This is an optimization exercise on Yosys and OpenROAD, whose aim is small area, not a production implementation.
At most, simulation tests tie the RTL to the original design; equivalence was not proved.
No functional check of the RTL was part of run 4.
Power and IR drop assume default switching activity.

--- config.mk ---
export PLATFORM = sky130hd
export DESIGN_NAME = motor_channel
export DESIGN_NICKNAME = motor_channel
export VERILOG_FILES = /design/flow/design.v
export SDC_FILE = /design/flow/constraint.sdc
export NUM_CORES = 4
export LEC_CHECK = 0
export CAP_MARGIN = 20
export CORE_MARGIN = 2
export CORE_UTILIZATION = 40
export CTS_BUF_LIST = sky130_fd_sc_hd__clkbuf_16
export CTS_CLUSTER_DIAMETER = 80
export CTS_CLUSTER_SIZE = 30
export SLEW_MARGIN = 20
--- design.v ---
`default_nettype none
package motor_pkg;
	typedef struct packed {
		logic a;
		logic b;
	} quad_t;
	typedef struct packed {
		logic [7:0]            rpm;   
		logic [1:0]            dir;   
		logic [17-1:0] kp;
		logic [17-1:0] ki;
		logic [17-1:0] kd;
	} ctrl_cmd_t;
	typedef struct packed {
		logic signed [16-1:0] setpoint;
		logic [17-1:0]         kp;
		logic [17-1:0]         ki;
		logic [17-1:0]         kd;
	} ctrl_set_t;
	typedef struct packed {
		logic [8-1:0] duty;
		logic                  fwd;
		logic                  rev;
	} drive_t;
endpackage
`default_nettype wire
`default_nettype none
`timescale 1ns/1ps
module quad_debounce
(
	input  wire             fpga_clk_50,
	input  wire             hps_fpga_reset_n,
	input  motor_pkg::quad_t enc,         
	output motor_pkg::quad_t enc_clean    
);
	localparam int DEB = 8;
	localparam int CW  = $clog2(DEB + 1);
	motor_pkg::quad_t           sync_1;            
	motor_pkg::quad_t           sync_2;
	motor_pkg::quad_t           sample_q;          
	logic [CW-1:0]   stable_cnt;        
	always_ff @(posedge fpga_clk_50 or negedge hps_fpga_reset_n)
	begin
		if (!hps_fpga_reset_n)
		begin
			sync_1     <= '0;
			sync_2     <= '0;
			sample_q   <= '0;
			stable_cnt <= '0;
			enc_clean  <= '0;
		end
		else
		begin
			sync_1   <= enc;
			sync_2   <= sync_1;
			sample_q <= sync_2;
			if (sync_2 != sample_q)
				stable_cnt <= '0;                   
			else if (stable_cnt != CW'(DEB))
				stable_cnt <= stable_cnt + 1'b1;    
			if (stable_cnt == CW'(DEB))
				enc_clean <= sample_q;              
		end
	end
endmodule
`default_nettype wire
`default_nettype none
`timescale 1ns/1ps
module quad_decoder
(
	input  wire                             fpga_clk_50,
	input  wire                             hps_fpga_reset_n,
	input  motor_pkg::quad_t                enc_clean,
	output logic signed [32-1:0]   count,
	output logic                            inc,         
	output logic                            dec          
);
	motor_pkg::quad_t      prev;        
	logic [3:0] step;        
	logic [32:0]   cy;       
	logic [32-1:0] nxt;
	assign step = {prev, enc_clean};
	assign cy[0] = inc;
	genvar gi;
	generate
		for (gi = 0; gi < 32; gi++)
		begin : g_chain
			assign nxt[gi]    = count[gi] ^ dec ^ cy[gi];
			assign cy[gi + 1] = (count[gi] & dec) | (count[gi] & cy[gi]) | (dec & cy[gi]);
		end
	endgenerate
	always_comb
	begin
		inc = 1'b0;
		dec = 1'b0;
		case (step)
			4'b00_01, 4'b01_11, 4'b11_10, 4'b10_00:
				inc = 1'b1;
			4'b01_00, 4'b11_01, 4'b10_11, 4'b00_10:
				dec = 1'b1;
			default:
				;                    
		endcase
	end
	always_ff @(posedge fpga_clk_50 or negedge hps_fpga_reset_n)
	begin
		if (!hps_fpga_reset_n)
		begin
			prev  <= '0;
			count <= '0;
		end
		else
		begin
			prev  <= enc_clean;
			count <= nxt;             
		end
	end
endmodule
`default_nettype wire
`default_nettype none
`timescale 1ns/1ps
module speed_meter
(
	input  wire                             fpga_clk_50,
	input  wire                             hps_fpga_reset_n,
	input  wire                             inc,
	input  wire                             dec,
	output logic [11:0]                     tick,       
	output logic signed [9:0]               speed,
	output logic                            armed       
);
	logic                  strobe;
	logic signed [9:0]     delta;      
	logic [9:0]            dbase;      
	logic [10:0]           dcy;
	logic [9:0]            dnxt;
	logic [12:0]           tcy;
	logic [11:0]           tnxt;
	assign strobe = &tick;
	assign dbase  = strobe ? 10'd0 : delta;
	assign dcy[0] = inc;
	assign tcy[0] = 1'b1;
	genvar gi;
	generate
		for (gi = 0; gi < 10; gi++)
		begin : g_dchain
			assign dnxt[gi]    = dbase[gi] ^ dec ^ dcy[gi];
			assign dcy[gi + 1] = (dbase[gi] & dec) | (dbase[gi] & dcy[gi]) | (dec & dcy[gi]);
		end
		for (gi = 0; gi < 12; gi++)
		begin : g_tchain
			assign tnxt[gi]    = tick[gi] ^ tcy[gi];
			assign tcy[gi + 1] = tick[gi] & tcy[gi];
		end
	endgenerate
	always_ff @(posedge fpga_clk_50 or negedge hps_fpga_reset_n)
	begin
		if (!hps_fpga_reset_n)
		begin
			tick  <= '0;
			delta <= '0;
			speed <= '0;
			armed <= 1'b0;
		end
		else
		begin
			tick  <= tnxt;
			delta <= dnxt;
			if (strobe)
			begin
				speed <= delta;
				armed <= 1'b1;
			end
		end
	end
endmodule
`default_nettype wire
`default_nettype none
`timescale 1ns/1ps
module cmd_port
(
	input  wire                   fpga_clk_50,
	input  wire                   hps_fpga_reset_n,
	input  wire                   cmd_req,
	input  motor_pkg::ctrl_cmd_t  cmd,
	output logic                  cmd_ack,
	output logic [7:0]            sp_mag,      
	output logic                  sp_neg,      
	output logic [17-1:0] kp,
	output logic [17-1:0] ki,
	output logic [17-1:0] kd,
	output logic                  gv           
);
	logic req_s1, req_s2;    
	always_ff @(posedge fpga_clk_50 or negedge hps_fpga_reset_n)
	begin
		if (!hps_fpga_reset_n)
		begin
			req_s1  <= 1'b0;
			req_s2  <= 1'b0;
			cmd_ack <= 1'b0;
			gv      <= 1'b0;
		end
		else
		begin
			req_s1  <= cmd_req;
			req_s2  <= req_s1;
			cmd_ack <= req_s2;
			if (req_s2 && !cmd_ack)
				gv <= 1'b1;
		end
	end
	always_ff @(posedge fpga_clk_50)
	begin
		if (req_s2 && !cmd_ack)
		begin
			sp_mag <= cmd.rpm & {8{cmd.dir[0]}};
			sp_neg <= cmd.dir[1];
			kp <= cmd.kp;
			ki <= cmd.ki;
			kd <= cmd.kd;
		end
	end
endmodule
`default_nettype wire
`default_nettype none
`timescale 1ns/1ps
module pid_regulator
(
	input  wire                             fpga_clk_50,
	input  wire                             hps_fpga_reset_n,
	input  wire [11:0]                      tick,
	input  wire                             armed,
	input  wire [7:0]                       sp_mag,
	input  wire                             sp_neg,
	input  wire [17-1:0]            kp,
	input  wire [17-1:0]            ki,
	input  wire [17-1:0]            kd,
	input  wire                             gv,
	input  wire signed [9:0]                speed,
	output logic [8-1:0]           duty,
	output logic                            fwd,
	output logic                            rev
);
	localparam int RW = 15;
	localparam int NW = 53;        
	logic signed [12:0]   integ;
	logic signed [10:0]   err_q;
	logic signed [10:0]   err_n;
	logic [RW-1:0]        R;
	logic [NW-1:0]        W;
	logic [1:0]           ph;      
	logic                 dly;     
	logic                 cy;      
	logic [6:0]  t;
	logic        act, t0, t1, t2, t3, t57, su, last;
	logic        ph0, ph1, ph2;
	logic        g, s;
	logic        sel_sp, sel_ns, sel_i, sel_neq, sel_e, sh, hold;
	logic [RW-1:0] a, b, sum;
	logic [RW:0]   rc;
	logic        cin;
	logic [RW-1:0] sp_x, speed_x, integ_x, errq_x, errn_x;
	assign t    = tick[6:0];
	assign act  = armed && (tick[11:7] == 5'd0);
	assign su   = (t[6:2] == 5'd0) && (t[1:0] != 2'd3);     
	assign t0   = (t == 7'd0);
	assign t1   = (t == 7'd1);
	assign t2   = (t == 7'd2);
	assign t3   = (t == 7'd3);
	assign t57  = act && (t == 7'd57);
	assign last = (t >= 7'd54);
	assign ph0  = (ph == 2'd0);
	assign ph1  = (ph == 2'd1);
	assign ph2  = (ph == 2'd2);
	assign g = W[0] & ~last;
	assign s = g ^ dly ^ cy;
	assign sp_x    = {{(RW-8){sp_neg}}, sp_mag ^ {8{sp_neg}}};
	assign speed_x = {{(RW-10){speed[9]}}, speed};
	assign integ_x = {{(RW-13){integ[12]}}, integ};
	assign errq_x  = {{(RW-11){err_q[10]}}, err_q};
	assign errn_x  = {{(RW-11){err_n[10]}}, err_n};
	assign sh   = ph0 && !t0 && !t3;
	assign hold = !ph0;
	assign sel_sp  = t0 && gv;
	assign sel_ns  = t1;
	assign sel_i   = t2 || (!su && ph0 && g);
	assign sel_neq = !su && ph1 && g;
	assign sel_e   = !su && ph2 && s;
	assign cin     = (sel_sp && sp_neg) || sel_ns || sel_neq;
	always_comb
	begin
		for (int i = 0; i < RW; i++)
		begin
			a[i] = (hold && R[i]) || (sh && R[(i < RW - 1) ? i + 1 : i]);
			b[i] = (sel_sp && sp_x[i]) || (sel_ns && !speed_x[i]) || (sel_i && integ_x[i])
				|| (sel_neq && !errq_x[i]) || (sel_e && errn_x[i]);
		end
	end
	assign rc[0] = cin;
	genvar gi;
	generate
		for (gi = 0; gi < RW; gi++)
		begin : g_add
			assign sum[gi]    = a[gi] ^ b[gi] ^ rc[gi];
			assign rc[gi + 1] = (a[gi] & b[gi]) | (a[gi] & rc[gi]) | (b[gi] & rc[gi]);
		end
	endgenerate
	logic               ovf;
	logic signed [12:0] integ_c;
	assign ovf     = sum[14] ? (!sum[12] || (sum[11:0] == 12'd0)) : sum[12];
	assign integ_c = {sum[14], ovf ? {11{!sum[14]}} : sum[11:1], ovf || sum[0]};
	logic [8:0]  ulo;
	logic        un, sat;
	logic [7:0]  mag;
	always_comb
	begin
		for (int j = 0; j < 9; j++)
			ulo[j] = W[2 + 3 * (j + 8)];
		un = R[RW-1];
		if (!un)
			sat = (|R) || ulo[8];
		else
			sat = !((&R) && ulo[8]) || (ulo[7:0] == 8'd0);
		mag = (ulo[7:0] ^ {8{un}}) + {7'd0, un};
	end
	always_ff @(posedge fpga_clk_50)
	begin
		R   <= sum;
		ph  <= (&tick || ph2) ? 2'd0 : ph + 2'd1;
		dly <= g;
		cy  <= ph2 ? ((g & dly) | (g & cy) | (dly & cy)) : cy;
		if (t1)
			err_n <= sum[10:0];
		if (t0)
		begin
			W[1:0] <= 2'b00;
			for (int j = 0; j < 17; j++)
			begin
				W[2 + 3 * j] <= ki[j] & gv;
				W[3 + 3 * j] <= kd[j] & gv;
				W[4 + 3 * j] <= kp[j] & gv;
			end
		end
		else
			W <= {R[0], W[NW-1:1]};
	end
	always_ff @(posedge fpga_clk_50 or negedge hps_fpga_reset_n)
	begin
		if (!hps_fpga_reset_n)
		begin
			integ <= '0;
			err_q <= '0;
			duty  <= '0;
			fwd   <= 1'b0;
			rev   <= 1'b0;
		end
		else
		begin
			if (act && t2)
				integ <= integ_c;
			if (t57)
			begin
				err_q <= err_n;
				duty  <= mag | {8{sat}};
				fwd   <= !un && ((|R) || (|ulo));
				rev   <= un;
			end
		end
	end
endmodule
`default_nettype wire
`default_nettype none
`timescale 1ns/1ps
module pwm_driver
(
	input  wire                fpga_clk_50,
	input  wire                hps_fpga_reset_n,
	input  wire [7:0]          cnt,
	input  wire [7:0]          duty,
	input  wire                armed,       
	output logic               pwm
);
	logic [7:0] duty_q;      
	always_ff @(posedge fpga_clk_50 or negedge hps_fpga_reset_n)
	begin
		if (!hps_fpga_reset_n)
			pwm <= 1'b0;
		else
			pwm <= armed && (cnt < duty_q);
	end
	always_ff @(posedge fpga_clk_50)
	begin
		if (&cnt)
			duty_q <= duty;         
	end
endmodule
`default_nettype wire
`default_nettype none
`timescale 1ns/1ps
module motor_channel
(
	input  wire                             fpga_clk_50,
	input  wire                             hps_fpga_reset_n,
	input  wire [1:0]                       enc,       
	input  wire                             cmd_req,
	input  wire [60:0]                      cmd,       
	output logic                            cmd_ack,
	output logic signed [32-1:0]   count,
	output logic signed [16-1:0]   speed,
	output logic [8-1:0]           duty,
	output logic                            fwd,
	output logic                            rev,
	output logic                            pwm
);
	motor_pkg::quad_t      enc_in;
	motor_pkg::ctrl_cmd_t  cmd_in;
	motor_pkg::quad_t      enc_clean;
	logic                  inc, dec;
	logic [11:0]           tick;
	logic signed [9:0]     speed_s;
	logic                  armed;
	logic [7:0]            sp_mag;
	logic                  sp_neg;
	logic [17-1:0] kp, ki, kd;
	logic                  gv;
	assign enc_in = enc;
	assign cmd_in = cmd;
	assign speed = {{(16-10){speed_s[9]}}, speed_s};
	quad_debounce u_quad_debounce (
		.fpga_clk_50 (fpga_clk_50), .hps_fpga_reset_n (hps_fpga_reset_n),
		.enc (enc_in), .enc_clean (enc_clean)
	);
	quad_decoder u_quad_decoder (
		.fpga_clk_50 (fpga_clk_50), .hps_fpga_reset_n (hps_fpga_reset_n),
		.enc_clean (enc_clean), .count (count), .inc (inc), .dec (dec)
	);
	speed_meter u_speed_meter (
		.fpga_clk_50 (fpga_clk_50), .hps_fpga_reset_n (hps_fpga_reset_n),
		.inc (inc), .dec (dec), .tick (tick), .speed (speed_s), .armed (armed)
	);
	cmd_port u_cmd_port (
		.fpga_clk_50 (fpga_clk_50), .hps_fpga_reset_n (hps_fpga_reset_n),
		.cmd_req (cmd_req), .cmd (cmd_in), .cmd_ack (cmd_ack),
		.sp_mag (sp_mag), .sp_neg (sp_neg), .kp (kp), .ki (ki), .kd (kd), .gv (gv)
	);
	pid_regulator u_pid_regulator (
		.fpga_clk_50 (fpga_clk_50), .hps_fpga_reset_n (hps_fpga_reset_n),
		.tick (tick), .armed (armed), .sp_mag (sp_mag), .sp_neg (sp_neg),
		.kp (kp), .ki (ki), .kd (kd), .gv (gv), .speed (speed_s),
		.duty (duty), .fwd (fwd), .rev (rev)
	);
	pwm_driver u_pwm_driver (
		.fpga_clk_50 (fpga_clk_50), .hps_fpga_reset_n (hps_fpga_reset_n),
		.cnt (tick[7:0]), .duty (duty), .armed (armed), .pwm (pwm)
	);
endmodule
`default_nettype wire
--- standard.sh ---
#!/bin/bash
# synth_recipe.tcl (not shown) runs the flow's synth.tcl, then flattens the netlist and writes it again
# the make line also repeats each setting of config.mk as NAME=value (left out here)
make -C /OpenROAD-flow-scripts/flow DESIGN_CONFIG=/design/flow/config.mk WORK_HOME=/design/flow/orfs CLKGATE_MAP_FILE= SYNTH_SCRIPT=/design/flow/synth_recipe.tcl "${@:-finish}"
--- flow/run.sh ---
#!/bin/bash
# standard layout, with the port buffers made of the smallest buffer cell
export BUFFER_PORTS_ARGS="-buffer_cell sky130_fd_sc_hd__buf_1"
export CTS_ARGS="-sink_clustering_enable -repair_clock_nets -dont_use_dummy_load -buf_list sky130_fd_sc_hd__clkbuf_4 -sink_clustering_buffer sky130_fd_sc_hd__clkbuf_16 -sink_clustering_size 34 -sink_clustering_max_diameter 70"
bash standard.sh > standard.log 2>&1
--- constraint.sdc ---
create_clock -name core_clock -period 20.0 [get_ports {fpga_clk_50}]
set_input_delay 4.0000 -clock core_clock [delete_from_list [all_inputs] [get_ports {fpga_clk_50}]]
set_output_delay 4.0000 -clock core_clock [all_outputs]
set_load 0.01 [all_outputs]
==> flow_summary.yaml, run 1 <==
run_status:
  status: "timing/DRC/antenna clean"
cells_and_area:
  area_growth_pct: 11.0
  multi_input_area_um2: 4100
  final_core_utilization_pct: 44.9
  fillers: 2608
  drive_gt1_share_pct: 5.11
  finalNetCount: 1167
  register_area_um2: 6780
floorplanning:
  core_um2: 27600
  die_area_um2: 29300
  die_w_um: 171
  rows: 61
  dieHeight_um: 171
  initial_core_util_pct: 40.4
  io_pins: 126
worst_setup_path:
  r2r-start: "u_quad_debounce.enc_clean[0]$_DFFE_PN0N_"
  crit_top_cell: "fa_1"
  arrival_ns: 14.37
  crit_path_start_kind: "register"
  crit_path_start: "u_quad_debounce.enc_clean[0]$_DFFE_PN0N_"
  slowest_delay_ns: 0.52
  r2r-end: "u_quad_decoder.count[31]$_DFF_PN0_"
  r2r_setup_slack_ns: 6.17
  worstSetupEndpointType: "register"
  crit_fanout: 42
  crit_end: "u_quad_decoder.count[31]$_DFF_PN0_"
  rr_worst_depth: 36
  required_ns: 20.55
  cpMaxStageDelayCell: "fa_1"
  crit_type: "register to register"
timing:
  setup_ws_ns: 6.17
  whs_ns: 0.348
  worst_slew_margin_rel_pct: 37.1
  rsz0062_at_grt: "false"
  finalCritPeriodShare_pct: 69.1
  fmax_mhz: 72.3
  drv_slew: 0
  hold_violations: 0
  final.setup.tns_ns: 0
  min_period_ns: 13.83
  worstMarginPinSlew_ns: 0.943
  setup_viol_count_final: 0
  skew_ns: 0.0727
pwr:
  report.power.total_mw: 0.913
  seq_power_share_pct: 63.7
  leakagePower_nw: 5.67
  peakVddDrop_v: 0.0000827
  p_int_mw: 0.722
  p_switching_mw: 0.191
  comb_power_share_pct: 2.8
  p_sw_share_pct: 20.9
  p_clk_share_pct: 33.5
  power.density_nw_per_um2: 73.6
placement:
  port_buffers: 125
  hpwl_mm: 13.6
  gp_congestion: 0.806
  pre_cts_ws_ns: 6.13
clock_network:
  clockBufferDepth: 3
  cts_tree: "built"
  cts_made_buffers: 18
  cts_max_level: 1
  clock_latency_ns: 0.74
  cts_setup_buffers: 0
  root_buffer: "clkbuf_4"
  clk_pin_slew_ns: 0.09
  cts_resized: 0
  postCtsHoldBufs: 0
  clock_sinks: 269
yosys:
  yosys_warnings: 6
  synth_edf_count: 80
  synth_top_cell_by_area: "dfrtp_1"
  yosysUniqueCellTypes: 57
  yosys_most_used_dff: "dfrtp_1"
  yosysMostFrequentCell: "nand2_1"
  netlist_top_cells_count: "nand2_1, dfrtp_1, edfxtp_1"
  syn-cell-area_um2: 11200
  ys_seq_area_share_pct: 60.6
  synth_top_area_share_pct: 26.4
  synth-seq-cells: 269
  postSynthCellCount: 910
  ys_top_cells_by_area: "dfrtp_1, edfxtp_1, dfxtp_1, fa_1, nand2_1"
  syn_avg_cell_area_um2: 12.3
  postSynthNetCount: 1058
  async_reset_ff_share_pct: 43.9
global_route:
  grt_pass1_wl_mm: 33.2
  grt_overflow: 0
  grt_max_degree: 105
  antenna_found_initial: 1
  grt_pass1_vias: 6488
  grt_usage_pct: 14.0
flow_run:
  maxCapViolCount: 0
routing:
  routed_wl_mm: 19.7
  route.detailed.drc: 0
  num_vias: 6581
  wl_per_cell_um: 14.1
  detail_route.vias_per_cell: 4.71
  first_pass_iters: 4
  postRouteAntennaNets: 0
  dr.first_iter.drc_count: 373
worst_hold_path:
  worstHoldPathType: "register to register"
==> how the worst min path moves through the flow <==
stage	start	end	slack [ns]	cells after the start
finish	u_cmd_port.req_s1$_DFF_PN0_	u_cmd_port.req_s2$_DFF_PN0_	0.35	0
global route	u_quad_debounce.sync_1[0]$_DFF_PN0_	u_quad_debounce.sync_2[0]$_DFF_PN0_	0.36	0
CTS	u_cmd_port.req_s1$_DFF_PN0_	u_cmd_port.req_s2$_DFF_PN0_	0.35	0
detailed placement	u_cmd_port.req_s1$_DFF_PN0_	u_cmd_port.req_s2$_DFF_PN0_	0.34	0
global placement	u_cmd_port.req_s1$_DFF_PN0_	u_cmd_port.req_s2$_DFF_PN0_	0.33	0
floorplan	u_cmd_port.req_s1$_DFF_PN0_	u_cmd_port.req_s2$_DFF_PN0_	0.33	0
==> cell usage in the layout (no fill, tap or decap), drive strengths merged, types with 2 or more instances in the layout <==
cell type	Yosys	layout
buf	10	131
and2	12	12
or2	6	6
mux2	5	5
o211ai	9	9
nor2b	11	11
xor2	15	15
inv	34	34
nor2	38	38
nand4	9	9
fa	55	55
a22o	12	12
and3	2	2
a31oi	2	2
a22oi	3	3
nand2	180	180
a221oi	2	2
edfxtp	80	80
ha	27	27
o21ai	74	74
a21oi	24	24
clkbuf	33	19
dfrtp	118	118
xnor2	15	15
nand3	6	6
a21o	6	6
nor3	4	4
nor4	11	11
nand2b	10	10
a222oi	8	8
dfxtp	71	71
==> flip-flops by register name, summed over array words and instances (netlist names), 10 cells and up <==
register,cells
u_cmd_port.kd,17
u_cmd_port.ki,17
u_cmd_port.kp,17
u_pid_regulator.R,15
u_pid_regulator.W,53
u_pid_regulator.err_n,11
u_pid_regulator.err_q,11
u_pid_regulator.integ,13
u_quad_decoder.count,32
u_speed_meter.delta,10
u_speed_meter.speed,10
u_speed_meter.tick,12
==> cells by family after synthesis <==
| logic type | Yosys count | share of synthesized area, % |
|---|---|---|
| simple gates | 293 | 11.6 |
| mux | 6 | 0.705 |
| compound gates | 153 | 8.82 |
| buf+inv | 77 | 2.88 |
| xor+xnor | 30 | 2.49 |
| fa+ha+maj | 82 | 12.9 |
| flops | 269 | 60.6 |
==> layout make-up <==
cell class	instances	area share, %
diodes	1	0.0202
multi-input cells	564	33.1
flip-flops and latches	269	54.6
inverters	34	1.03
well taps	378	3.81
repair buffers	132	4.24
clock buffers	18	3.21
==> critical path: cells and delay by family (launching register included) <==
kind                       cells  cell delay [ns]
buffers and inverters          1             0.37
xor gates and xnor gates       3             0.55
adders and majority gates     31            12.30
and+or+nand+nor                1             0.06
DFF                            1             0.41
==> metal layers <==
metal / up-vias / routed length (um) / track usage (%)
met3: 31 / 880 / 2.08
li1: 3281 / - / -
met5: - / 0 / 0
met4: 0 / 518 / 4.05
met1: 3132 / 9350 / 20.0
met2: 137 / 8950 / 22.3
==> power groups by stage <==
stage / clock network (mW) / logic [mW] / registers [mW]
final: 0.306 / 0.0252 / 0.582
after global routing: 0.337 / 0.0299 / 0.583
after CTS: 0.318 / 0.0263 / 0.582
after detailed placement: 0 / 0.0262 / 0.594
after global placement: 0 / 0.0259 / 0.593
after floorplan: 0 / 0.00933 / 0.594
==> metrics by stage <==
| stage | cells | area (um2) |
|---|---|---|
| after floorplan | 910 | 11200 |
| after global placement | 1377 | 12000 |
| after detailed placement | 1377 | 12000 |
| after CTS | 1395 | 12400 |
| after global routing | 1396 | 12400 |
| final | 1396 | 12400 |
==> run 2, diff against run 1 <==
==> flow/run.sh (replaced) <==
#!/bin/bash
# standard layout, with the port buffers made of the smallest buffer cell
export BUFFER_PORTS_ARGS="-buffer_cell sky130_fd_sc_hd__buf_1"
export CTS_ARGS="-sink_clustering_enable -repair_clock_nets -dont_use_dummy_load -buf_list sky130_fd_sc_hd__clkbuf_4 -sink_clustering_buffer sky130_fd_sc_hd__clkbuf_16 -sink_clustering_size 30 -sink_clustering_max_diameter 80"
bash standard.sh > standard.log 2>&1
==> flow_summary.yaml, run 2 <==
timing:
  worstMarginPinSlew_ns: 0.969
  fmax_mhz: 72.5
  final.setup.tns_ns: 0
  drv_slew: 0
  hold_violations: 0
  setup_viol_count_final: 0
  min_period_ns: 13.80
  rsz0062_at_grt: "false"
  whs_ns: 0.342
  skew_ns: 0.0685
  worst_slew_margin_rel_pct: 35.4
  finalCritPeriodShare_pct: 69.0
clock_network:
  cts_made_buffers: 15
  clock_sinks: 269
  postCtsHoldBufs: 0
  cts_resized: 0
  root_buffer: "clkbuf_4"
  clock_latency_ns: 0.67
  cts_tree: "built"
  cts_setup_buffers: 0
  cts_max_level: 1
  clockBufferDepth: 3
  clk_pin_slew_ns: 0.09
yosys:
  postSynthNetCount: 1058
  yosysMostFrequentCell: "nand2_1"
  synth_top_area_share_pct: 26.4
  yosys_warnings: 6
  synth-seq-cells: 269
  synth_edf_count: 80
  ys_seq_area_share_pct: 60.6
  async_reset_ff_share_pct: 43.9
  syn_avg_cell_area_um2: 12.3
  synth_top_cell_by_area: "dfrtp_1"
  yosys_most_used_dff: "dfrtp_1"
  syn-cell-area_um2: 11200
  postSynthCellCount: 910
  ys_top_cells_by_area: "dfrtp_1, edfxtp_1, dfxtp_1, fa_1, nand2_1"
  netlist_top_cells_count: "nand2_1, dfrtp_1, edfxtp_1"
  yosysUniqueCellTypes: 57
cells_and_area:
  mostFrequentLayoutCells: "nand2_1, buf_1, dfrtp_1, edfxtp_1, dfxtp_1"
  area_growth_pct: 10.4
  finalNetCount: 1164
  drive_gt1_share_pct: 4.83
  reg.largest.list: "u_pid_regulator.W (53), u_quad_decoder.count (32)"
  final_common_cell: "nand2_1"
  largest-register: "u_pid_regulator.W"
  largest_register_ffs: 53
worst_setup_path:
  slowest_delay_ns: 0.52
  r2r_setup_slack_ns: 6.20
  r2r-end: "u_quad_decoder.count[31]$_DFF_PN0_"
  worstSetupEndpointType: "register"
  rr_worst_depth: 36
  arrival_ns: 14.32
  crit_top_cell: "fa_1"
  crit_fanout: 42
  cpMaxStageDelayCell: "fa_1"
  r2r-start: "u_quad_debounce.enc_clean[0]$_DFFE_PN0N_"
  crit_path_start_kind: "register"
  required_ns: 20.52
  crit_type: "register to register"
floorplanning:
  core_um2: 27600
  initial_core_util_pct: 40.4
  dieHeight_um: 171
  die_w_um: 171
  io_pins: 126
  rows: 61
  die_area_um2: 29300
routing:
  num_vias: 6585
  route.detailed.drc: 0
  wl_per_cell_um: 14.0
  dr.first_iter.drc_count: 391
  detail_route.vias_per_cell: 4.73
  routed_wl_mm: 19.6
  postRouteAntennaNets: 0
  first_pass_iters: 4
run_status:
  status: "timing/DRC/antenna clean"
placement:
  gp_congestion: 0.806
  hpwl_mm: 13.6
  port_buffers: 125
global_route:
  antenna_found_initial: 1
  grt_overflow: 0
  grt_max_degree: 105
  grt_usage_pct: 13.9
  grt_pass1_wl_mm: 32.9
  grt_pass1_vias: 6492
flow_run:
  maxCapViolCount: 0
worst_hold_path:
  min_from: "u_cmd_port.req_s1$_DFF_PN0_"
  min_delay_worst_endpoint: "u_cmd_port.req_s2$_DFF_PN0_"
  hold_depth: 0
  worstHoldPathType: "register to register"
pwr:
  peakVddDrop_v: 0.0000781
  report.power.total_mw: 0.881
  leakagePower_nw: 5.64
  power.density_nw_per_um2: 71.4
==> run 2: cell counts after synthesis <==
Identical to the previous run, type by type.
==> run 2: through the flow <==
step / util [%] / instance area [um2] / cells / setup slack [ns]
after global routing: 44.6 / 12300 / 1393 / 5.69
after floorplan: - / 11200 / 910 / 5.74
after global placement: 43.5 / 12000 / 1377 / 6.41
final: 44.6 / 12300 / 1393 / 6.20
after CTS: 44.6 / 12300 / 1392 / 6.11
after detailed placement: 43.5 / 12000 / 1377 / 6.13
==> run 2: cell families (layout without fill, tap and decap cells) <==
group,after synthesis,count (layout),synth area share (%)
other,0,1,0
AO/OA/AOI/OAI,153,153,8.82
flip-flops,269,269,60.6
buffers and inverters,77,181,2.88
adder cells (fa/ha/maj),82,82,12.9
AND/OR/NAND/NOR,293,293,11.6
multiplexers,6,6,0.705
XOR/XNOR,30,30,2.49
==> run 2: how the worst max path moves through the flow <==
stage / start / endpoint / slack, ns / depth (start not counted)
6_report: u_quad_debounce.enc_clean[0]$_DFFE_PN0N_ / u_quad_decoder.count[31]$_DFF_PN0_ / 6.20 / 36
5_1_grt: u_quad_debounce.enc_clean[1]$_DFFE_PN0N_ / u_quad_decoder.count[31]$_DFF_PN0_ / 5.69 / 36
3_5_place_dp: u_quad_debounce.enc_clean[0]$_DFFE_PN0N_ / u_quad_decoder.count[31]$_DFF_PN0_ / 6.13 / 36
3_3_place_gp: u_quad_debounce.enc_clean[0]$_DFFE_PN0N_ / u_quad_decoder.count[31]$_DFF_PN0_ / 6.41 / 36
4_1_cts: u_quad_debounce.enc_clean[0]$_DFFE_PN0N_ / u_quad_decoder.count[31]$_DFF_PN0_ / 6.11 / 36
2_1_floorplan: u_quad_debounce.enc_clean[1]$_DFFE_PN0N_ / u_quad_decoder.count[31]$_DFF_PN0_ / 5.74 / 35
==> run 2: where the power goes <==
part | switching [mW] | total [mW] | internal, mW
clock | 0.162 | 0.274 | 0.112
sequential | 0.00619 | 0.582 | 0.575
combinational | 0.0159 | 0.0253 | 0.00935
total | 0.184 | 0.881 | 0.697
==> run 2: per-layer routing <==
layer | vias up | part of all wire [%] | GRT usage, % | routed length [um]
met1 | 3163 | 48 | 19.8 | 9400
met2 | 122 | 46 | 22.3 | 8930
met5 | - | 0 | 0 | 0
met4 | 0 | 1.8 | 3.39 | 355
li1 | 3274 | - | - | -
met3 | 26 | 4.5 | 2.22 | 882
==> run 2: final cells by class <==
type	count	area, um2
Fill cell	2610	15300
Antenna cell	1	2.50
Clock buffer	15	323
Timing Repair Buffer	132	526
Tap cell	378	473
Sequential cell	269	6780
Multi-Input combinational cell	564	4100
Inverter	34	128
==> run 2: critical path: cells and delay by family, from the launching register on <==
family,cells,cell delay (ns)
xor+xnor,3,0.55
buf+inv,1,0.37
flops,1,0.41
fa+ha+maj,31,12.29
simple gates,1,0.06
==> run 3, diff against run 2 <==
==> flow/run.sh (replaced) <==
#!/bin/bash
# standard layout, with the port buffers made of the smallest buffer cell
export BUFFER_PORTS_ARGS="-buffer_cell sky130_fd_sc_hd__buf_1"
export CTS_ARGS="-sink_clustering_enable -repair_clock_nets -buf_list {sky130_fd_sc_hd__clkbuf_4 sky130_fd_sc_hd__clkbuf_8 sky130_fd_sc_hd__clkbuf_16} -sink_clustering_size 30 -sink_clustering_max_diameter 80 -dont_use_dummy_load"
bash standard.sh > standard.log 2>&1
==> flow_summary.yaml, run 3 <==
routing:
  num_vias: 6560
  wl_per_cell_um: 14.1
  first_pass_iters: 6
  routed_wl_mm: 19.6
  route.detailed.drc: 0
  detail_route.vias_per_cell: 4.71
  postRouteAntennaNets: 0
  dr.first_iter.drc_count: 386
cells_and_area:
  reg.largest.list: "u_pid_regulator.W (53), u_quad_decoder.count (32)"
  area_growth_pct: 10.8
  antennaDiodeCount: 0
  finalNetCount: 1164
  mostFrequentLayoutCells: "nand2_1, buf_1, dfrtp_1, edfxtp_1, dfxtp_1"
  largest-register: "u_pid_regulator.W"
  final_common_cell: "nand2_1"
  largest_register_ffs: 53
  fillers: 2602
  drive_gt1_share_pct: 4.83
clock_network:
  cts_made_buffers: 15
  cts_resized: 0
  postCtsHoldBufs: 0
  cts_tree: "built"
  cts_max_level: 1
  cts_setup_buffers: 0
  clock_latency_ns: 0.51
  clockBufferDepth: 3
  clock_sinks: 269
  clk_pin_slew_ns: 0.09
  root_buffer: "clkbuf_16"
yosys:
  ys_seq_area_share_pct: 60.6
  postSynthCellCount: 910
  netlist_top_cells_count: "nand2_1, dfrtp_1, edfxtp_1"
  synth_top_cell_by_area: "dfrtp_1"
  synth_edf_count: 80
  ys_top_cells_by_area: "dfrtp_1, edfxtp_1, dfxtp_1, fa_1, nand2_1"
  synth_top_area_share_pct: 26.4
  synth-seq-cells: 269
  syn-cell-area_um2: 11200
  yosys_warnings: 6
  async_reset_ff_share_pct: 43.9
  postSynthNetCount: 1058
  yosysUniqueCellTypes: 57
  syn_avg_cell_area_um2: 12.3
  yosysMostFrequentCell: "nand2_1"
  yosys_most_used_dff: "dfrtp_1"
worst_setup_path:
  cp_top_family: "adder cells"
  required_ns: 20.34
  crit_top_cell: "fa_1"
  rr_worst_depth: 36
  arrival_ns: 14.15
  crit_end: "u_quad_decoder.count[31]$_DFF_PN0_"
  slowest_delay_ns: 0.52
  crit_fanout: 42
  r2r_setup_slack_ns: 6.20
  crit_path_start: "u_quad_debounce.enc_clean[0]$_DFFE_PN0N_"
  r2r-start: "u_quad_debounce.enc_clean[0]$_DFFE_PN0N_"
  crit_type: "register to register"
  worstSetupEndpointType: "register"
  crit_path_start_kind: "register"
  path_buf_inv: 1
  cp.depth: 36
  cpMaxStageDelayCell: "fa_1"
  r2r-end: "u_quad_decoder.count[31]$_DFF_PN0_"
timing:
  skew_ns: 0.0741
  setup_ws_ns: 6.20
  min_period_ns: 13.80
  worstMarginPinSlew_ns: 0.950
  setup_viol_count_final: 0
  worst_slew_margin_rel_pct: 36.7
  fmax_mhz: 72.4
  finalCritPeriodShare_pct: 69.0
  drv_slew: 0
  hold_violations: 0
  final.setup.tns_ns: 0
  rsz0062_at_grt: "false"
placement:
  pre_cts_ws_ns: 6.13
  gp_congestion: 0.806
  hpwl_mm: 13.6
  port_buffers: 125
worst_hold_path:
  min_from: "u_cmd_port.req_s1$_DFF_PN0_"
  worstHoldPathType: "register to register"
floorplanning:
  rows: 61
  initial_core_util_pct: 40.4
  io_pins: 126
  die_w_um: 171
  dieHeight_um: 171
  die_area_um2: 29300
  core_um2: 27600
pwr:
  peakVddDrop_v: 0.0000786
  power.density_nw_per_um2: 73.2
  leakagePower_nw: 5.66
global_route:
  grt_max_degree: 105
  grt_usage_pct: 13.9
  grt_pass1_wl_mm: 33.0
  antenna_found_initial: 0
  grt_pass1_vias: 6476
  grt_overflow: 0
run_status:
  status: "timing/DRC/antenna clean"
flow_run:
  maxCapViolCount: 0
==> run 3: cell counts after synthesis <==
Identical to the previous run, type by type.
==> run 3: worst min-delay path by stage <==
stage / end / slack [ns] / depth (start not counted)
finish: u_cmd_port.req_s2$_DFF_PN0_ / 0.34 / 0
global route: u_cmd_port.req_s2$_DFF_PN0_ / 0.35 / 0
CTS: u_cmd_port.req_s2$_DFF_PN0_ / 0.34 / 0
detailed placement: u_cmd_port.req_s2$_DFF_PN0_ / 0.34 / 0
global placement: u_cmd_port.req_s2$_DFF_PN0_ / 0.33 / 0
floorplan: u_cmd_port.req_s2$_DFF_PN0_ / 0.33 / 0
==> run 3: metal layers <==
metal	GRT usage [%]	part of all wire (%)	vias up
met4	3.39	1.7	0
met1	19.8	47	3131
met2	22.3	46	131
met5	0	0	-
li1	-	-	3274
met3	2.48	5.1	24
==> run 3: area by class of cell <==
cell class              instances  area, um2  share of cell area [%]
inverters                      34        128                    1.03
flip-flops and latches        269       6780                    54.7
multi-input cells             564       4100                    33.1
repair buffers                132        526                    4.24
clock buffers                  15        375                    3.03
well taps                     378        473                    3.82
==> run 3: stage by stage <==
| stage | power [mW] | hold WS [ns] | util, % | cell area (um2) | cells |
|---|---|---|---|---|---|
| 6_report | 0.907 | 0.341 | 44.8 | 12400 | 1392 |
| 5_1_grt | 0.944 | 0.350 | 44.8 | 12400 | 1392 |
| 4_1_cts | 0.921 | 0.343 | 44.8 | 12400 | 1392 |
| 3_5_place_dp | 0.620 | 0.337 | 43.5 | 12000 | 1377 |
| 3_3_place_gp | 0.619 | 0.334 | 43.5 | 12000 | 1377 |
| 2_1_floorplan | 0.604 | 0.331 | - | 11200 | 910 |
==> run 3: cells by family (layout without fill, tap and decap cells) <==
logic type	after synthesis	in the layout	share of synthesized area, %
AND/OR/NAND/NOR	293	293	11.6
flip-flops	269	269	60.6
AO/OA/AOI/OAI	153	153	8.82
adder cells (fa/ha/maj)	82	82	12.9
buffers and inverters	77	181	2.88
XOR/XNOR	30	30	2.49
multiplexers	6	6	0.705
==> run 3: power breakdown <==
group          internal (mW)  switching (mW)
registers              0.575         0.00619
clock network          0.135           0.165
logic                0.00935          0.0159
==> run 4, diff against run 3 <==
--- a/design.v
+++ b/design.v
@@ -199,6 +199,8 @@
 			req_s1  <= 1'b0;
 			req_s2  <= 1'b0;
 			cmd_ack <= 1'b0;
+			sp_mag  <= '0;
+			sp_neg  <= 1'b0;
 			gv      <= 1'b0;
 		end
 		else
@@ -207,15 +209,17 @@
 			req_s2  <= req_s1;
 			cmd_ack <= req_s2;
 			if (req_s2 && !cmd_ack)
-				gv <= 1'b1;
+			begin
+				sp_mag <= cmd.rpm & {8{cmd.dir[0]}};
+				sp_neg <= cmd.dir[1];
+				gv     <= 1'b1;
+			end
 		end
 	end
 	always_ff @(posedge fpga_clk_50)
 	begin
 		if (req_s2 && !cmd_ack)
 		begin
-			sp_mag <= cmd.rpm & {8{cmd.dir[0]}};
-			sp_neg <= cmd.dir[1];
 			kp <= cmd.kp;
 			ki <= cmd.ki;
 			kd <= cmd.kd;
@@ -378,21 +382,22 @@
 	input  wire                hps_fpga_reset_n,
 	input  wire [7:0]          cnt,
 	input  wire [7:0]          duty,
-	input  wire                armed,       
 	output logic               pwm
 );
 	logic [7:0] duty_q;      
 	always_ff @(posedge fpga_clk_50 or negedge hps_fpga_reset_n)
 	begin
 		if (!hps_fpga_reset_n)
-			pwm <= 1'b0;
+		begin
+			duty_q <= '0;
+			pwm    <= 1'b0;
+		end
 		else
-			pwm <= armed && (cnt < duty_q);
-	end
-	always_ff @(posedge fpga_clk_50)
-	begin
-		if (&cnt)
-			duty_q <= duty;         
+		begin
+			if (&cnt)
+				duty_q <= duty;         
+			pwm <= (cnt < duty_q);
+		end
 	end
 endmodule
 `default_nettype wire
@@ -452,7 +457,7 @@
 	);
 	pwm_driver u_pwm_driver (
 		.fpga_clk_50 (fpga_clk_50), .hps_fpga_reset_n (hps_fpga_reset_n),
-		.cnt (tick[7:0]), .duty (duty), .armed (armed), .pwm (pwm)
+		.cnt (tick[7:0]), .duty (duty), .pwm (pwm)
 	);
 endmodule
 `default_nettype wire
==> flow/run.sh (replaced) <==
#!/bin/bash
# standard layout, with the port buffers made of the smallest buffer cell
cp standard.sh standard_copy.txt
export BUFFER_PORTS_ARGS="-buffer_cell sky130_fd_sc_hd__buf_1"
bash standard.sh > standard.log 2>&1
==> flow_summary.yaml, run 4 <==
clock_network:
  cts_tree: "built"
  cts_max_level: 1
  cts_made_buffers: 15
  root_buffer: "clkbuf_16"
  clockBufferDepth: 3
  cts_setup_buffers: 0
  clock_latency_ns: 0.52
  clk_pin_slew_ns: 0.09
  postCtsHoldBufs: 0
  clock_sinks: 269
  cts_resized: 0
worst_setup_path:
  crit_path_start_kind: "register"
  required_ns: 20.37
  arrival_ns: 13.87
  path_buf_inv: 1
  worstSetupEndpointType: "register"
  cp_top_family: "adder cells"
  crit_fanout: 41
  slowest_delay_ns: 0.54
  crit_top_cell: "fa_1"
  crit_type: "register to register"
  cpMaxStageDelayCell: "fa_1"
floorplanning:
  io_pins: 126
  initial_core_util_pct: 40.8
  dieHeight_um: 173
  die_w_um: 173
  die_area_um2: 29800
  core_um2: 27900
  rows: 61
cells_and_area:
  largest-register: "u_pid_regulator.W"
  fin_cells: 1457
  mostFrequentLayoutCells: "nand2_1, dfrtp_1, buf_1, o21ai_0, dfxtp_1"
  multi_input_area_um2: 4340
  final_common_cell: "nand2_1"
  register_area_um2: 6690
  fillers: 2691
  largest_register_ffs: 53
  finalNetCount: 1218
  drive_gt1_share_pct: 7.41
  area_growth_pct: 11.4
  antennaDiodeCount: 0
  reg.largest.list: "u_pid_regulator.W (53), u_quad_decoder.count (32)"
timing:
  setup_ws_ns: 6.50
  rsz0062_at_grt: "false"
  skew_ns: 0.0301
  finalCritPeriodShare_pct: 67.5
  final.setup.tns_ns: 0
  worst_slew_margin_rel_pct: 37.6
  min_period_ns: 13.50
  hold_violations: 0
  setup_viol_count_final: 0
  fmax_mhz: 74.1
  whs_ns: 0.353
  worstMarginPinSlew_ns: 0.936
  drv_slew: 0
routing:
  num_vias: 6990
  first_pass_iters: 5
  detail_route.vias_per_cell: 4.80
  wl_per_cell_um: 15.0
  postRouteAntennaNets: 0
  dr.first_iter.drc_count: 398
  routed_wl_mm: 21.9
  route.detailed.drc: 0
yosys:
  synth_edf_count: 63
  syn-cell-area_um2: 11400
  postSynthCellCount: 967
  async_reset_ff_share_pct: 50.2
  ys_top_cells_by_area: "dfrtp_1, edfxtp_1, dfxtp_1, fa_1, nand2_1"
  yosysUniqueCellTypes: 55
  postSynthNetCount: 1115
  yosys_most_used_dff: "dfrtp_1"
  netlist_top_cells_count: "nand2_1, dfrtp_1, o21ai_0"
  yosys_warnings: 6
  synth_top_cell_by_area: "dfrtp_1"
  ys_seq_area_share_pct: 58.8
  synth_top_area_share_pct: 29.7
  synth-seq-cells: 269
  yosysMostFrequentCell: "nand2_1"
  syn_avg_cell_area_um2: 11.8
placement:
  dp_cells: 1431
  gp_congestion: 0.757
  pre_cts_ws_ns: 6.53
  hpwl_mm: 15.0
  port_buffers: 125
pwr:
  power.density_nw_per_um2: 75.6
  leakagePower_nw: 5.65
  peakVddDrop_v: 0.0000714
global_route:
  grt_max_degree: 105
  grt_pass1_wl_mm: 36.9
  grt_overflow: 0
  grtUsageMet2_pct: 23.9
  grt_usage_pct: 14.9
  grt_pass1_vias: 6910
  use_met1_pct: 21.6
  grt_busiest_layer: "met2"
  grt_util_met3_pct: 2.35
  antenna_found_initial: 0
run_status:
  status: "timing/DRC/antenna clean"
flow_run:
  maxCapViolCount: 0
worst_hold_path:
  worstHoldPathType: "register to register"
[run 4: final cells by class]
type | instances | share of cell area [%]
well taps | 378 | 3.73
multi-input cells | 609 | 34.2
clock buffers | 15 | 2.96
flip-flops and latches | 269 | 52.8
repair buffers | 132 | 4.14
inverters | 43 | 1.28
clock inverters | 11 | 0.957
[run 4: final timing paths]
check | cells past startpoint | endpoint | slack (ns) | start
hold reg to reg | 0 | u_quad_debounce.sync_2[0]$_DFF_PN0_ | 0.35 | u_quad_debounce.sync_1[0]$_DFF_PN0_
min in group asynchronous | 1 | u_quad_debounce.sample_q[1]$_DFF_PN0_ | 3.64 | hps_fpga_reset_n
setup reg to reg | 35 | u_quad_decoder.count[31]$_DFF_PN0_ | 6.50 | u_quad_debounce.enc_clean[1]$_DFFE_PN0N_
setup / recovery | 35 | u_quad_decoder.count[31]$_DFF_PN0_ | 6.50 | u_quad_debounce.enc_clean[1]$_DFFE_PN0N_
hold / removal | 0 | u_quad_debounce.sync_2[0]$_DFF_PN0_ | 0.35 | u_quad_debounce.sync_1[0]$_DFF_PN0_
max in group asynchronous | 2 | u_pwm_driver.duty_q[1]$_DFFE_PN0P_ | 14.92 | hps_fpga_reset_n
[run 4: layer usage]
metal  vias up  wire [um]  part of all wire (%)
li1       3448          -                     -
met1      3384      10100                    46
met2       139      10400                    48
met3        19       1050                   4.8
met4         0        282                   1.3
met5         -          0                     0
[run 4: cells by family after synthesis]
logic type / Yosys count / synth area share [%]
and+or+nand+nor: 311 / 12.1
muxes: 15 / 1.48
buffers and inverters: 89 / 3.30
DFF: 269 / 58.8
AOI/OAI and AO/OA: 171 / 9.37
xor gates and xnor gates: 30 / 2.31
adders and majority gates: 82 / 12.6
[run 4: where the power goes]
part / total, mW / switching [mW] / internal, mW
Sequential: 0.580 / 0.00831 / 0.572
Combinational: 0.0308 / 0.0199 / 0.0109
Clock: 0.347 / 0.197 / 0.151
[run 4: through the flow]
stage | utilization (%) | cell area [um2] | total power [mW]
2_1_floorplan | - | 11400 | 0.604
3_3_place_gp | 43.6 | 12200 | 0.623
3_5_place_dp | 43.6 | 12200 | 0.624
4_1_cts | 45.4 | 12700 | 0.976
5_1_grt | 45.4 | 12700 | 1.00
6_report | 45.4 | 12700 | 0.959
==> run 5, diff against run 4 <==
--- a/design.v
+++ b/design.v
@@ -199,8 +199,6 @@
 			req_s1  <= 1'b0;
 			req_s2  <= 1'b0;
 			cmd_ack <= 1'b0;
-			sp_mag  <= '0;
-			sp_neg  <= 1'b0;
 			gv      <= 1'b0;
 		end
 		else
@@ -209,17 +207,15 @@
 			req_s2  <= req_s1;
 			cmd_ack <= req_s2;
 			if (req_s2 && !cmd_ack)
-			begin
-				sp_mag <= cmd.rpm & {8{cmd.dir[0]}};
-				sp_neg <= cmd.dir[1];
-				gv     <= 1'b1;
-			end
+				gv <= 1'b1;
 		end
 	end
 	always_ff @(posedge fpga_clk_50)
 	begin
 		if (req_s2 && !cmd_ack)
 		begin
+			sp_mag <= cmd.rpm & {8{cmd.dir[0]}};
+			sp_neg <= cmd.dir[1];
 			kp <= cmd.kp;
 			ki <= cmd.ki;
 			kd <= cmd.kd;
@@ -278,6 +274,19 @@
 	assign ph1  = (ph == 2'd1);
 	assign ph2  = (ph == 2'd2);
 	assign g = W[0] & ~last;
+	logic          ld;
+	logic [NW-1:0] wpat;
+	assign ld = t0 && gv;
+	always_comb
+	begin
+		wpat[1:0] = 2'b00;
+		for (int j = 0; j < 17; j++)
+		begin
+			wpat[2 + 3 * j] = ki[j];
+			wpat[3 + 3 * j] = kd[j];
+			wpat[4 + 3 * j] = kp[j];
+		end
+	end
 	assign s = g ^ dly ^ cy;
 	assign sp_x    = {{(RW-8){sp_neg}}, sp_mag ^ {8{sp_neg}}};
 	assign speed_x = {{(RW-10){speed[9]}}, speed};
@@ -336,18 +345,9 @@
 		cy  <= ph2 ? ((g & dly) | (g & cy) | (dly & cy)) : cy;
 		if (t1)
 			err_n <= sum[10:0];
-		if (t0)
-		begin
-			W[1:0] <= 2'b00;
-			for (int j = 0; j < 17; j++)
-			begin
-				W[2 + 3 * j] <= ki[j] & gv;
-				W[3 + 3 * j] <= kd[j] & gv;
-				W[4 + 3 * j] <= kp[j] & gv;
-			end
-		end
-		else
-			W <= {R[0], W[NW-1:1]};
+		for (int i = 0; i < NW; i++)
+			W[i] <= ((i < NW - 1) ? W[(i < NW - 1) ? i + 1 : i] : (R[0] && (tick[11:6] == 6'd0) && !t0))
+				|| (ld && wpat[i]);
 	end
 	always_ff @(posedge fpga_clk_50 or negedge hps_fpga_reset_n)
 	begin
@@ -382,22 +382,21 @@
 	input  wire                hps_fpga_reset_n,
 	input  wire [7:0]          cnt,
 	input  wire [7:0]          duty,
+	input  wire                armed,       
 	output logic               pwm
 );
 	logic [7:0] duty_q;      
 	always_ff @(posedge fpga_clk_50 or negedge hps_fpga_reset_n)
 	begin
 		if (!hps_fpga_reset_n)
-		begin
-			duty_q <= '0;
-			pwm    <= 1'b0;
-		end
+			pwm <= 1'b0;
 		else
-		begin
-			if (&cnt)
-				duty_q <= duty;         
-			pwm <= (cnt < duty_q);
-		end
+			pwm <= armed && (cnt < duty_q);
+	end
+	always_ff @(posedge fpga_clk_50)
+	begin
+		if (&cnt)
+			duty_q <= duty;         
 	end
 endmodule
 `default_nettype wire
@@ -457,7 +456,7 @@
 	);
 	pwm_driver u_pwm_driver (
 		.fpga_clk_50 (fpga_clk_50), .hps_fpga_reset_n (hps_fpga_reset_n),
-		.cnt (tick[7:0]), .duty (duty), .pwm (pwm)
+		.cnt (tick[7:0]), .duty (duty), .armed (armed), .pwm (pwm)
 	);
 endmodule
 `default_nettype wire
==> flow/run.sh (replaced) <==
#!/bin/bash
# standard layout, with the port buffers made of the smallest buffer cell
export BUFFER_PORTS_ARGS="-buffer_cell sky130_fd_sc_hd__buf_1"
export CTS_ARGS="-sink_clustering_enable -repair_clock_nets -dont_use_dummy_load -buf_list sky130_fd_sc_hd__clkbuf_4 -sink_clustering_buffer sky130_fd_sc_hd__clkbuf_16 -sink_clustering_size 30 -sink_clustering_max_diameter 80"
bash standard.sh > standard.log 2>&1
==> flow_summary.yaml, run 5 <==
clock_network:
  postCtsHoldBufs: 0
  cts_tree: "built"
  root_buffer: "clkbuf_4"
  cts_setup_buffers: 0
  clock_latency_ns: 0.68
  clock_sinks: 269
  clk_pin_slew_ns: 0.10
  clockBufferDepth: 3
  cts_max_level: 1
  cts_made_buffers: 14
  cts_resized: 0
routing:
  wl_per_cell_um: 16.7
  routed_wl_mm: 20.6
  detail_route.vias_per_cell: 4.96
  first_pass_iters: 4
  postRouteAntennaNets: 0
  num_vias: 6136
  route.detailed.drc: 0
  dr.first_iter.drc_count: 327
yosys:
  syn-cell-area_um2: 10900
  yosys_most_used_dff: "dfrtp_1"
  syn_avg_cell_area_um2: 13.9
  synth_edf_count: 80
  synth_top_area_share_pct: 27.1
  postSynthCellCount: 782
  netlist_top_cells_count: "dfrtp_1, edfxtp_1, dfxtp_1"
  yosysUniqueCellTypes: 59
  async_reset_ff_share_pct: 43.9
  synth_top_cell_by_area: "dfrtp_1"
  synth-seq-cells: 269
  postSynthNetCount: 930
  ys_top_cells_by_area: "dfrtp_1, edfxtp_1, dfxtp_1, fa_1, a21o_1"
  ys_seq_area_share_pct: 62.1
  yosys_warnings: 6
  yosysMostFrequentCell: "dfrtp_1"
floorplanning:
  rows: 60
  die_area_um2: 28600
  core_um2: 26900
  initial_core_util_pct: 40.6
  die_w_um: 169
  io_pins: 126
  dieHeight_um: 169
pwr:
  report.power.total_mw: 0.872
  leakagePower_nw: 5.52
  power.density_nw_per_um2: 72.5
  peakVddDrop_v: 0.0000804
global_route:
  grt_max_degree: 69
  grt_usage_pct: 14.8
  antenna_found_initial: 1
  grt_overflow: 0
  grt_pass1_wl_mm: 33.7
  grt_pass1_vias: 6199
worst_setup_path:
  worstSetupEndpointType: "register"
  crit_fanout: 41
  crit_path_start_kind: "register"
  crit_top_cell: "fa_1"
  cp.depth: 35
  path_buf_inv: 1
  cpMaxStageDelayCell: "fa_1"
  slowest_delay_ns: 0.54
  required_ns: 20.50
  arrival_ns: 14.01
  cp_top_family: "adder cells"
  rr_worst_depth: 35
  crit_type: "register to register"
timing:
  drv_slew: 0
  skew_ns: 0.0782
  setup_ws_ns: 6.49
  min_period_ns: 13.51
  setup_viol_count_final: 0
  hold_violations: 0
  worst_slew_margin_rel_pct: 38.8
  fmax_mhz: 74.0
  worstMarginPinSlew_ns: 0.918
  rsz0062_at_grt: "false"
  finalCritPeriodShare_pct: 67.6
  final.setup.tns_ns: 0
cells_and_area:
  reg.largest.list: "u_pid_regulator.W (53), u_quad_decoder.count (32)"
  final_common_cell: "buf_1"
  mostFrequentLayoutCells: "buf_1, dfrtp_1, edfxtp_1, dfxtp_1, nand2_1"
  drive_gt1_share_pct: 6.36
  area_growth_pct: 10.4
  fin_cells: 1238
  finalNetCount: 1046
  largest_register_ffs: 53
  largest-register: "u_pid_regulator.W"
placement:
  pre_cts_ws_ns: 6.48
  port_buffers: 125
  hpwl_mm: 14.2
  gp_congestion: 0.782
  dp_cells: 1223
worst_hold_path:
  hold_depth: 0
  worstHoldPathType: "register to register"
run_status:
  status: "timing/DRC/antenna clean"
flow_run:
  maxCapViolCount: 0
==> run 5: cell types whose count changed after synthesis, sizes merged, moves of 17 or more <==
cell | previous run | this run
o21ai | 115 | 3
edfxtp | 63 | 80
a21o | 4 | 54
dfrtp | 135 | 118
a22o | 0 | 21
nand2 | 206 | 68
==> run 5: cell type report <==
| cell class | count | area [um2] |
|---|---|---|
| Antenna cell | 1 | 2.50 |
| Clock buffer | 14 | 298 |
| Fill cell | 2482 | 14800 |
| Inverter | 29 | 109 |
| Multi-Input combinational cell | 451 | 3890 |
| Sequential cell | 269 | 6780 |
| Tap cell | 341 | 427 |
| Timing Repair Buffer | 133 | 533 |
==> run 5: worst paths after layout <==
path	endpoint	slack (ns)	startpoint
setup / recovery	u_quad_decoder.count[31]$_DFF_PN0_	6.49	u_quad_debounce.enc_clean[0]$_DFFE_PN0N_
hold / removal	u_pid_regulator.W[0]$_DFF_P_	0.34	u_pid_regulator.W[1]$_DFF_P_
setup reg to reg	u_quad_decoder.count[31]$_DFF_PN0_	6.49	u_quad_debounce.enc_clean[0]$_DFFE_PN0N_
hold reg to reg	u_pid_regulator.W[0]$_DFF_P_	0.34	u_pid_regulator.W[1]$_DFF_P_
max in group asynchronous	u_pid_regulator.err_q[7]$_DFFE_PN0P_	15.17	hps_fpga_reset_n
min in group asynchronous	u_quad_debounce.sync_1[1]$_DFF_PN0_	3.41	hps_fpga_reset_n
==> run 5: through the flow <==
step	hold WS, ns	cell area [um2]	utilization (%)
2_1_floorplan	0.310	10900	-
3_3_place_gp	0.315	11700	43.7
3_5_place_dp	0.313	11700	43.7
4_1_cts	0.338	12000	44.8
5_1_grt	0.355	12000	44.8
6_report	0.336	12000	44.8
==> run 5: per-layer routing <==
metal  routed length (um)  share of wire (%)  global-route usage (%)
met1                 9590                 46                    21.8
met3                 1010                4.9                    2.43
met2                 9740                 47                    23.3
met4                  289                1.4                    3.46
met5                    0                  0                       0
==> run 5: logic make-up (layout without fill, tap and decap cells) <==
family                     after synthesis  count (layout)  synth area share (%)
AOI/OAI and AO/OA                      134             134                  9.53
xor gates and xnor gates                31              31                  2.56
other                                    0               1                     0
and+or+nand+nor                        190             190                  8.66
buffers and inverters                   62             176                  2.44
muxes                                   14              14                  1.49
adders and majority gates               82              82                  13.2
DFF                                    269             269                  62.1
==> run 5: where the power goes <==
part	internal, mW	switching, mW
Clock	0.104	0.162
Combinational	0.00883	0.0160
Sequential	0.575	0.00578
Total	0.689	0.184
==> run 5: worst reg2reg max path: cells and delay by family (launching register included) <==
| family | cells | cell delay, ns |
|---|---|---|
| adders and majority gates | 30 | 11.95 |
| buffers and inverters | 1 | 0.38 |
| xor gates and xnor gates | 3 | 0.54 |
| DFF | 1 | 0.41 |
| and+or+nand+nor | 1 | 0.08 |
==> run 6, diff against run 5 <==
--- a/config.mk
+++ b/config.mk
@@ -7,8 +7,6 @@
 export LEC_CHECK = 0
 export CAP_MARGIN = 20
 export CORE_MARGIN = 2
-export CORE_UTILIZATION = 40
-export CTS_BUF_LIST = sky130_fd_sc_hd__clkbuf_16
-export CTS_CLUSTER_DIAMETER = 80
-export CTS_CLUSTER_SIZE = 30
+export CORE_UTILIZATION = 65
+export PLACE_DENSITY = 0.8
 export SLEW_MARGIN = 20
==> flow_summary.yaml, run 6 <==
global_route:
  grt_max_degree: 89
  grt_pass1_wl_mm: 34.4
  grt_pass1_vias: 6810
  antenna_found_initial: 0
  grt_usage_pct: 24.3
  grt_overflow: 0
clock_network:
  clk_pin_slew_ns: 0.10
  cts_max_level: 1
  clockBufferDepth: 3
  clock_sinks: 269
  postCtsHoldBufs: 0
  cts_resized: 0
  clock_latency_ns: 0.63
  cts_setup_buffers: 0
  cts_tree: "built"
  root_buffer: "clkbuf_4"
  cts_made_buffers: 13
pwr:
  power.density_nw_per_um2: 72.0
  leakagePower_nw: 5.50
  report.power.total_mw: 0.853
  peakVddDrop_v: 0.0000773
routing:
  first_pass_iters: 5
  num_vias: 6421
  detail_route.vias_per_cell: 5.76
  postRouteAntennaNets: 0
  dr.first_iter.drc_count: 438
  wl_per_cell_um: 18.3
  route.detailed.drc: 0
  routed_wl_mm: 20.4
yosys:
  synth_top_area_share_pct: 27.1
  yosys_warnings: 6
  yosysMostFrequentCell: "dfrtp_1"
  synth_fa_ha_area_share_pct: 13.2
  yosys_most_used_dff: "dfrtp_1"
  postSynthNetCount: 930
  synth_top_family_by_area: "adder cells"
  syn-cell-area_um2: 10900
  synth_xor_area_share_pct: 2.56
  yosysUniqueCellTypes: 59
  syn_avg_cell_area_um2: 13.9
  synthSimpleGateAreaFrac_pct: 8.66
  netlist_top_cells_count: "dfrtp_1, edfxtp_1, dfxtp_1"
  synth_edf_count: 80
  ys_top_cells_by_area: "dfrtp_1, edfxtp_1, dfxtp_1, fa_1, a21o_1"
  async_reset_ff_share_pct: 43.9
  ys_seq_area_share_pct: 62.1
  postSynthCellCount: 782
  synth_top_cell_by_area: "dfrtp_1"
  synth-seq-cells: 269
  synth.area.mux_share_pct: 1.49
  synth-compound-area-share_pct: 9.53
timing:
  rsz0062_at_grt: "false"
  setup_viol_count_final: 0
  fmax_mhz: 71.9
  min_period_ns: 13.91
  skew_ns: 0.0693
  final.setup.tns_ns: 0
  finalCritPeriodShare_pct: 69.5
  worstMarginPinSlew_ns: 0.821
  worst_slew_margin_rel_pct: 45.2
  drv_slew: 0
  hold_violations: 0
cells_and_area:
  antennaDiodeCount: 0
  finalNetCount: 1044
  final_common_cell: "buf_1"
  largest_register_ffs: 53
  drive_gt1_share_pct: 6.15
  area_growth_pct: 8.68
  largest-register: "u_pid_regulator.W"
  mostFrequentLayoutCells: "buf_1, dfrtp_1, edfxtp_1, dfxtp_1, nand2_1"
  reg.largest.list: "u_pid_regulator.W (53), u_quad_decoder.count (32)"
  final_area_um2: 11900
placement:
  dpl_cell_area_um2: 11600
  port_buffers: 125
  gp_congestion: 0.877
  hpwl_mm: 14.8
flow_run:
  maxCapViolCount: 0
floorplanning:
  io_pins: 126
  dieHeight_um: 134
  die_w_um: 134
  initial_core_util_pct: 66.2
  die_area_um2: 17800
  core_um2: 16500
  rows: 47
worst_setup_path:
  r2r_setup_slack_ns: 6.09
  crit_path_start_kind: "register"
  worstSetupEndpointType: "register"
  cpMaxStageDelayCell: "fa_1"
  r2r-start: "u_quad_debounce.enc_clean[1]$_DFFE_PN0N_"
  crit_fanout: 42
  crit_top_cell: "fa_1"
  arrival_ns: 14.37
  crit_type: "register to register"
  required_ns: 20.46
  crit_path_start: "u_quad_debounce.enc_clean[1]$_DFFE_PN0N_"
  slowest_delay_ns: 0.51
worst_hold_path:
  min_from: "u_pid_regulator.W[1]$_DFF_P_"
  worstHoldPathType: "register to register"
run_status:
  status: "timing/DRC/antenna clean"
==> run 6: cell counts after synthesis <==
Identical to the previous run, type by type.
==> run 6: kinds of logic (layout without fill, tap and decap cells) <==
group           Yosys count  after routing
buf+inv                  62            174
xor+xnor                 31             31
simple gates            190            190
flops                   269            269
fa+ha+maj                82             82
compound gates          134            134
mux                      14             14
==> run 6: final timing paths <==
path	to	cells after the start
worst max-delay path	u_quad_decoder.count[31]$_DFF_PN0_	36
worst min-delay path	u_pid_regulator.W[0]$_DFF_P_	0
worst max register to register	u_quad_decoder.count[31]$_DFF_PN0_	36
worst min register to register	u_pid_regulator.W[0]$_DFF_P_	0
max in group asynchronous	u_speed_meter.delta[5]$_DFF_PN0_	2
min in group asynchronous	u_pid_regulator.err_q[1]$_DFFE_PN0P_	1
==> run 6: cell type report <==
cell class	instances	area [um2]
flip-flops and latches	269	6780
well taps	220	275
fillers	1101	4610
inverters	29	109
multi-input cells	451	3890
repair buffers	132	529
clock buffers	13	273
==> run 6: critical path: cells and delay by family, from the launching register on <==
family	cells	cell delay (ns)
and+or+nand+nor	1	0.04
adders and majority gates	31	12.40
buffers and inverters	1	0.37
xor gates and xnor gates	3	0.58
DFF	1	0.42
==> run 6: layer usage <==
| metal | vias up | global-route usage, % | wire [um] |
|---|---|---|---|
| li1 | 2918 | - | - |
| met2 | 194 | 41.4 | 10500 |
| met4 | 0 | 5.14 | 358 |
| met1 | 3279 | 34.2 | 8530 |
| met3 | 30 | 3.23 | 1000 |
| met5 | - | 0 | 0 |
==> run 6: where the power goes <==
group	leakage [nW]	internal, mW	total [mW]	switching, mW
logic	2.46	0.00897	0.0247	0.0157
registers	2.90	0.575	0.582	0.00683
clock network	0.137	0.0963	0.247	0.150
total	5.50	0.681	0.853	0.173
==> run 6: metrics by stage <==
stage	instances	utilization (%)	hold WS, ns	setup slack, ns
floorplan	782	-	0.310	5.74
global placement	1101	70.3	0.324	6.55
detailed placement	1101	70.3	0.335	5.98
CTS	1114	72.0	0.357	6.02
global route	1114	72.0	0.358	5.51
finish	1114	72.0	0.351	6.09
==> run 7, diff against run 6 <==
==> flow/run.sh (replaced) <==
#!/bin/bash
# standard layout, with the port buffers made of the smallest buffer cell
export BUFFER_PORTS_ARGS="-buffer_cell sky130_fd_sc_hd__buf_1"
export CTS_ARGS="-sink_clustering_enable -repair_clock_nets -dont_use_dummy_load -buf_list sky130_fd_sc_hd__clkbuf_4 -sink_clustering_buffer sky130_fd_sc_hd__clkbuf_16 -sink_clustering_size 35 -sink_clustering_max_diameter 70"
bash standard.sh > standard.log 2>&1
==> flow_summary.yaml, run 7 <==
worst_setup_path:
  crit_path_start_kind: "register"
  crit_fanout: 42
  cpMaxStageDelayCell: "fa_1"
  worstSetupEndpointType: "register"
  cp_top_family: "adder cells"
  crit_top_cell: "fa_1"
  path_buf_inv: 1
  slowest_delay_ns: 0.51
  required_ns: 20.46
  crit_type: "register to register"
routing:
  postRouteAntennaNets: 0
  detail_route.vias_per_cell: 5.73
  route.detailed.drc: 0
  routed_wl_mm: 20.6
  num_vias: 6397
cells_and_area:
  largest-register: "u_pid_regulator.W"
  largest_register_ffs: 53
  fillers: 1105
  reg.largest.list: "u_pid_regulator.W (53), u_quad_decoder.count (32)"
  mostFrequentLayoutCells: "buf_1, dfrtp_1, edfxtp_1, dfxtp_1, nand2_1"
  area_growth_pct: 8.94
yosys:
  synth_top_area_share_pct: 27.1
  synth-compound-area-share_pct: 9.53
  synth_fa_ha_area_share_pct: 13.2
  synth_top_cell_by_area: "dfrtp_1"
  synthSimpleGateAreaFrac_pct: 8.66
  syn-cell-area_um2: 10900
  yosys_warnings: 6
  ys_seq_area_share_pct: 62.1
  synth_top_family_by_area: "adder cells"
  synth-seq-cells: 269
  async_reset_ff_share_pct: 43.9
  netlist_top_cells_count: "dfrtp_1, edfxtp_1, dfxtp_1"
  yosysUniqueCellTypes: 59
  synth.area.mux_share_pct: 1.49
flow_run:
  maxCapViolCount: 0
global_route:
  grt_pass1_vias: 6841
  grt_max_degree: 89
  antenna_found_initial: 1
  grt_overflow: 0
clock_network:
  clock_sinks: 269
  clockBufferDepth: 3
  cts_made_buffers: 14
  cts_tree: "built"
  cts_resized: 0
  cts_max_level: 1
  cts_setup_buffers: 0
  clk_pin_slew_ns: 0.12
timing:
  finalCritPeriodShare_pct: 69.9
  skew_ns: 0.0614
  rsz0062_at_grt: "false"
  hold_violations: 0
  drv_slew: 0
  fmax_mhz: 71.5
  worstMarginPinSlew_ns: 0.816
  min_period_ns: 13.98
  worst_slew_margin_rel_pct: 45.5
placement:
  port_buffers: 125
worst_hold_path:
  worstHoldPathType: "register to register"
floorplanning:
  initial_core_util_pct: 66.2
  rows: 47
  dieHeight_um: 134
  die_area_um2: 17800
  die_w_um: 134
  core_um2: 16500
  io_pins: 126
pwr:
  peakVddDrop_v: 0.0000753
  leakagePower_nw: 5.52
  report.power.total_mw: 0.865
  power.density_nw_per_um2: 72.8
run_status:
  status: "timing/DRC/antenna clean"
==> run 7: cell types whose count changed in the layout (fill, tap and decap cells not counted) <==
cell | previous run | this run
diode_2 | 0 | 1
clkbuf_16 | 10 | 11
==> run 7: per-layer routing <==
metal | share of wire, % | track usage, %
met1 | 42 | 34.6
met2 | 52 | 41.5
met3 | 4.7 | 2.63
met4 | 1.5 | 4.96
met5 | 0 | 0
==> run 7: worst paths after layout <==
check / end / cells past startpoint / from / slack [ns]
setup / recovery: u_quad_decoder.count[31]$_DFF_PN0_ / 36 / u_quad_debounce.enc_clean[1]$_DFFE_PN0N_ / 6.02
hold / removal: u_quad_debounce.sync_2[0]$_DFF_PN0_ / 0 / u_quad_debounce.sync_1[0]$_DFF_PN0_ / 0.31
setup reg to reg: u_quad_decoder.count[31]$_DFF_PN0_ / 36 / u_quad_debounce.enc_clean[1]$_DFFE_PN0N_ / 6.02
hold reg to reg: u_quad_debounce.sync_2[0]$_DFF_PN0_ / 0 / u_quad_debounce.sync_1[0]$_DFF_PN0_ / 0.31
max in group asynchronous: u_quad_debounce.sync_1[1]$_DFF_PN0_ / 2 / hps_fpga_reset_n / 15.53
min in group asynchronous: u_quad_decoder.count[2]$_DFF_PN0_ / 1 / hps_fpga_reset_n / 3.33
==> run 7: stage by stage <==
step | utilization [%] | setup slack [ns] | hold WS (ns) | cell area [um2] | std cells
6_report | 72.2 | 6.02 | 0.305 | 11900 | 1116
5_1_grt | 72.2 | 5.43 | 0.313 | 11900 | 1116
4_1_cts | 72.1 | 5.95 | 0.311 | 11900 | 1115
3_5_place_dp | 70.3 | 5.98 | 0.335 | 11600 | 1101
3_3_place_gp | 70.3 | 6.55 | 0.324 | 11600 | 1101
2_1_floorplan | - | 5.74 | 0.310 | 10900 | 782
==> run 7: kinds of logic after synthesis <==
group                      count (synthesis)
DFF                                      269
xor gates and xnor gates                  31
buffers and inverters                     62
adders and majority gates                 82
muxes                                     14
and+or+nand+nor                          190
AOI/OAI and AO/OA                        134
==> run 7: area by class of cell <==
type | count | area (um2) | area share, %
sequential | 269 | 6780 | 57.0
multi-input combinational | 451 | 3890 | 32.8
timing repair buffer | 132 | 529 | 4.45
clock buffer | 14 | 298 | 2.51
tap | 220 | 275 | 2.32
inverter | 29 | 109 | 0.916
antenna | 1 | 2.50 | 0.0211
==> run 7: where the power goes <==
part | internal [mW] | switching (mW) | total (mW)
Combinational | 0.00897 | 0.0157 | 0.0246
Sequential | 0.575 | 0.00683 | 0.582
Clock | 0.104 | 0.154 | 0.258
